From an optimization exercise on the open Yosys and OpenROAD flow, aimed at small area and a short achievable clock period; shortcuts taken in it are not production practice.
Only simulation tests tie the RTL to the original design; equivalence was not proved.
The clock port is modelled as an ideal driver, which makes a skipped or thinned clock tree look cheaper than it is; a real chip needs a root buffer or a tree.
Power is estimated from default activity; no workload was simulated.

## zinc
==> flow/design.v (excerpt) <==
module log2 #(
  parameter int FRAC_W = 5,
  parameter int MANT_W = 16
) (
  input  logic              clk,
  input  logic              rst_n,
  input  logic [7:0]        x,
  input  logic              validx,
  output logic [FRAC_W+2:0] y,
  output logic              validy
);
For scale: ~110 cells after synthesis, roughly 20 I/O pins.
clock: 7.0 ns
lec_check: 0
cap_margin: 20
core_area: 2 2 62 62
die_area: 0 0 64 64
place_density: 0.6
setup_slack_margin: 4.7
slew_margin: 20
standard.sh (not shown) runs the stock make flow with config.mk's settings and CLKGATE_MAP_FILE= SYNTH_SCRIPT=/design/flow/synth_recipe.tcl, a recipe that flattens the netlist after the stock synthesis.
==> flow/flow/run.sh <==
#!/bin/bash
# Layout flow: the standard ORFS flow (standard.sh) with two changes:
#  - synthesis is the standard flow's own script, except that its final ABC mapping call
#    uses flow/abc_map.script (area-oriented mapping of the AND/inverter
#    network in the RTL) in place of ORFS's speed script;
#    Yosys's own quick ABC pass inside synth is skipped (SYNTH_ARGS -noabc)
#    so that this mapping starts from the RTL's network, and the
#    half/full-adder extraction is left out (ADDER_MAP_FILE empty);
#  - the port buffers that global placement inserts are buf_1 cells;
#  - after CTS, flow/clock_one_buffer.tcl replaces the clock tree with one
#    clock buffer driving all the registers (there are only 20).
# Each step's full output goes to a log file in this folder, and ORFS's own
# per-step logs stay under orfs/logs/.
set -euo pipefail
W=$PWD
F=$W/flow

# Synthesis script: synth_recipe.tcl with the abc call redirected.
{
  head -n 1 synth_recipe.tcl
  cat <<TCL
proc abc {args} {
  set i [lsearch -exact \$args -script]
  if {[file exists {$F/abc_stage1.script}]} {
    # The logic feeding the first-stage registers (the cone of wire nrm)
    # is mapped first, with its own script.
    set a1 \$args
    lset a1 [expr {\$i + 1}] {$F/abc_stage1.script}
    yosys abc {*}\$a1 w:nrm %ci*
  }
  lset args [expr {\$i + 1}] {$F/abc_map.script}
  yosys abc {*}\$args
}
TCL
  tail -n +2 synth_recipe.tcl
} > own_synth.tcl

VARS=(
  "SYNTH_SCRIPT=$W/own_synth.tcl"
  "BUFFER_PORTS_ARGS=-buffer_cell sky130_fd_sc_hd__buf_1"
  "ADDER_MAP_FILE="
  "SYNTH_ARGS=-noabc"
  "POST_CTS_TCL=$F/clock_one_buffer.tcl"
  "CLOCK_ONE_BUFFER_CELL=sky130_fd_sc_hd__clkbuf_8"
)
bash standard.sh "${VARS[@]}" synth > synth.log 2>&1
bash standard.sh "${VARS[@]}" finish > layout.log 2>&1
==> flow/flow/abc_map.script <==
strash
amap
topo
buffer -p
upsize -D 1400
dnsize -D 1400
==> flow/flow/abc_stage1.script <==
strash
map -D 350
topo
buffer -p
upsize -D 350
dnsize -D 350
==> flow/flow/clock_one_buffer.tcl <==
# POST_CTS_TCL hook: the design has only a few registers, so CTS's two-level
# tree (a root buffer, leaf buffers and dummy loads) is replaced by a single
# clock buffer that drives every register's clock pin; every register still
# gets its clock through a buffer, the same one for all.
set block [ord::get_db_block]
set port_net [[$block findBTerm clk] getNet]
set sinks {}
set tree {}
set tree_nets {}
set todo [list $port_net]
# Walk the clock network from the port: registers are sinks, everything else
# on it (buffers, inverters, dummy loads) belongs to the tree.
while {[llength $todo]} {
  set net [lindex $todo 0]
  set todo [lrange $todo 1 end]
  foreach it [$net getITerms] {
    if {![$it isInputSignal]} continue
    set inst [$it getInst]
    if {[[$inst getMaster] isSequential]} {
      lappend sinks $it
    } elseif {[lsearch $tree $inst] < 0} {
      lappend tree $inst
      foreach ot [$inst getITerms] {
        if {[$ot isOutputSignal] && [$ot getNet] ne "NULL"} {
          lappend todo [$ot getNet]
          lappend tree_nets [$ot getNet]
        }
      }
    }
  }
}
puts "clock_one_buffer: [llength $sinks] clock sinks, removing [llength $tree] tree cells"
set xs 0; set ys 0
foreach it $sinks {
  lassign [[$it getInst] getLocation] x y
  set xs [expr {$xs + $x}]; set ys [expr {$ys + $y}]
  $it disconnect
}
foreach inst $tree { odb::dbInst_destroy $inst }
foreach net [lsort -unique $tree_nets] { odb::dbNet_destroy $net }
set master [[ord::get_db] findMaster $::env(CLOCK_ONE_BUFFER_CELL)]
set buf [odb::dbInst_create $block $master clkbuf_0_clk]
set net [odb::dbNet_create $block clknet_0_clk]
$net setSigType CLOCK
[$buf findITerm A] connect $port_net
[$buf findITerm X] connect $net
foreach it $sinks { $it connect $net }
set n [llength $sinks]
$buf setLocation [expr {int($xs / $n)}] [expr {int($ys / $n)}]
$buf setPlacementStatus PLACED
detailed_placement
check_placement -verbose
estimate_parasitics -placement
report_clock_skew

# Optionally give the input ports' buffers a stronger cell of the same
# function (the paths from the inputs are the design's longest).
if {[info exists ::env(INPUT_BUF_CELL)] && $::env(INPUT_BUF_CELL) ne ""} {
  set bm [[ord::get_db] findMaster $::env(INPUT_BUF_CELL)]
  foreach bt [$block getBTerms] {
    if {[$bt getIoType] ne "INPUT" || [$bt getName] eq "clk"} continue
    foreach it [[$bt getNet] getITerms] {
      set inst [$it getInst]
      if {[string match "sky130_fd_sc_hd__buf_*" [[$inst getMaster] getName]]} { $inst swapMaster $bm }
    }
  }
  detailed_placement
  estimate_parasitics -placement
}
The inputs of quartz differ from those of zinc as listed below.
==> flow/flow/abc_map.script <==
strash
amap
topo
==> flow/flow/abc_stage1.script <==
strash
map -D 450
topo
buffer -p
upsize -D 450
dnsize -D 450
==> run notes <==
quartz vs. zinc: worst setup slack decreased by 0.059 ns relative to the old numbers, via count increased by 31 relative to the old numbers. Looking at final routed wirelength across all metal layers across both flows, quartz is the weaker of the two, with zinc ahead. Proportion of power drawn by the clock network sits lower in quartz than in zinc. In quartz the final period utilization turned out 0.85 points higher than in zinc. Density: quartz sparser than zinc. quartz reports its slowest cell on the critical path as sky130_fd_sc_hd__dfxtp_1 while zinc reports sky130_fd_sc_hd__a41oi_1. quartz against zinc: total stage count of the critical path now sits higher, count of multi-input gates picked up an extra 1. Between quartz and zinc, the combinational power figures differ only marginally. In quartz the sequential fraction of design power turned out 0.3 points higher than in zinc. quartz vs zinc: data arrival time of the critical path up.
Inputs modified between quartz and maple:
diff --git a/flow/flow/run.sh b/flow/flow/run.sh
--- a/flow/flow/run.sh
+++ b/flow/flow/run.sh
@@ -44,0 +45 @@
+  "INPUT_BUF_CELL=sky130_fd_sc_hd__buf_2"
==> flow/flow/abc_stage1.script <==
strash
map -D 400
topo
buffer -p
upsize -D 400
dnsize -D 400
diff --git a/flow/flow/clock_one_buffer.tcl b/flow/flow/clock_one_buffer.tcl
--- a/flow/flow/clock_one_buffer.tcl
+++ b/flow/flow/clock_one_buffer.tcl
@@ -69,0 +70,14 @@
+
+# Optionally the same for the output ports' buffers.
+if {[info exists ::env(OUTPUT_BUF_CELL)] && $::env(OUTPUT_BUF_CELL) ne ""} {
+  set bm [[ord::get_db] findMaster $::env(OUTPUT_BUF_CELL)]
+  foreach bt [$block getBTerms] {
+    if {[$bt getIoType] ne "OUTPUT"} continue
+    foreach it [[$bt getNet] getITerms] {
+      set inst [$it getInst]
+      if {[$it isOutputSignal] && [string match "sky130_fd_sc_hd__buf_*" [[$inst getMaster] getName]]} { $inst swapMaster $bm }
+    }
+  }
+  detailed_placement
+  estimate_parasitics -placement
+}
==> comparison <==
Run comparison: quartz cell class with the largest area share registers; maple cell class with the largest area share multi-input combinational cells
The final instance area in maple sits 24 um2 above the value recorded for quartz.
Comparing quartz and maple, the lower post-synthesis instance area is on quartz.
met1 usage in global routing up 0.42 points in maple wrt quartz
Relative to quartz, the internal cell power measured on maple has increased slightly.
Cmp quartz and maple / routability-driven placement congestion ratio / lower: quartz
For overall track demand over capacity in global routing, maple and quartz come out practically identical.
On clock power, maple tracks quartz almost exactly.
Post-route fraction of the period consumed by the critical path down 1.2 points in maple wrt quartz
maple vs. quartz: final critical-path required period went down by 0.087 ns.
Between maple and quartz, it is maple whose fraction of area in multi-input gates is lower, by 0.19 points.
--- input diff maple..fjord ---
# maple
export LEC_CHECK = 0
export CAP_MARGIN = 20
export CORE_AREA = 2 2 62 62
export DIE_AREA = 0 0 64 64
export PLACE_DENSITY = 0.6
export SETUP_SLACK_MARGIN = 4.7
export SLEW_MARGIN = 20
create_clock -name core_clock -period 7.0 [get_ports {clk}]
# fjord
export LEC_CHECK = 0
export CAP_MARGIN = 20
export CORE_AREA = 2 2 62 62
export DIE_AREA = 0 0 64 64
export PLACE_DENSITY = 0.6
export SETUP_SLACK_MARGIN = 4.75
export SLEW_MARGIN = 20
create_clock -name core_clock -period 7.0 [get_ports {clk}]
diff --git a/flow/flow/run.sh b/flow/flow/run.sh
--- a/flow/flow/run.sh
+++ b/flow/flow/run.sh
@@ -45 +44,0 @@
-  "INPUT_BUF_CELL=sky130_fd_sc_hd__buf_2"
diff --git a/flow/flow/clock_one_buffer.tcl b/flow/flow/clock_one_buffer.tcl
--- a/flow/flow/clock_one_buffer.tcl
+++ b/flow/flow/clock_one_buffer.tcl
@@ -70,14 +69,0 @@
-
-# Optionally the same for the output ports' buffers.
-if {[info exists ::env(OUTPUT_BUF_CELL)] && $::env(OUTPUT_BUF_CELL) ne ""} {
-  set bm [[ord::get_db] findMaster $::env(OUTPUT_BUF_CELL)]
-  foreach bt [$block getBTerms] {
-    if {[$bt getIoType] ne "OUTPUT"} continue
-    foreach it [[$bt getNet] getITerms] {
-      set inst [$it getInst]
-      if {[$it isOutputSignal] && [string match "sky130_fd_sc_hd__buf_*" [[$inst getMaster] getName]]} { $inst swapMaster $bm }
-    }
-  }
-  detailed_placement
-  estimate_parasitics -placement
-}
removed: flow/flow/abc_stage1.script
[summary]
fjord reached the end of the flow, and the finished layout is clean on the timing, DRC and antenna checks.
On cell area after synthesis, the lower figure sits with fjord, not maple.
The origin of the worst setup path comes out x[5] in one run and m_q[3]$_DFF_P_ in the other, namely in fjord and maple respectively.
The final reports for fjord and maple show fmax lower in the former.
fjord ended up with a lower final net count than maple did.
Of fjord and maple, it is fjord that has the lower combinational fraction of design power.
No run of this note takes its clock network from TritonCTS; it comes from the design's own scripts or RTL.

==> separate check: timing with driven ports <==
Ports are ideal in the flow. The routed layouts listed here were re-timed in OpenROAD. Step 1, drivers: a clkbuf_16 drives clk and a buf_2 each remaining input, both assumed. Step 2, shift: input delay + t, output delay - t, t = (earliest + latest rising clock arrival at the registers) / 2. This alone moves slack from input paths to output paths. Slacks: ideal / step 1 / step 2; pairs: ideal / step 1.
run	shift t [ns]	setup WS [ns]	hold slack, ns	latest minus earliest clock arrival (ns)	cell pins on the clock port's net
zinc	0.181	4.909 / 4.910 / 4.728	0.337 / 0.337 / 0.337	0.002 / 0.003	1
quartz	0.179	4.850 / 4.850 / 4.714	0.337 / 0.337 / 0.337	0.002 / 0.002	1
maple	0.178	4.937 / 4.937 / 4.817	0.338 / 0.338 / 0.338	0.000 / 0.000	1
fjord	0.177	4.824 / 4.821 / 4.644	0.337 / 0.337 / 0.337	0.001 / 0.001	1
After both steps setup and hold are still met in every run listed. The setup slack of zinc, which loses most, moves by +0.001 ns with the drivers and by -0.181 ns with both steps.
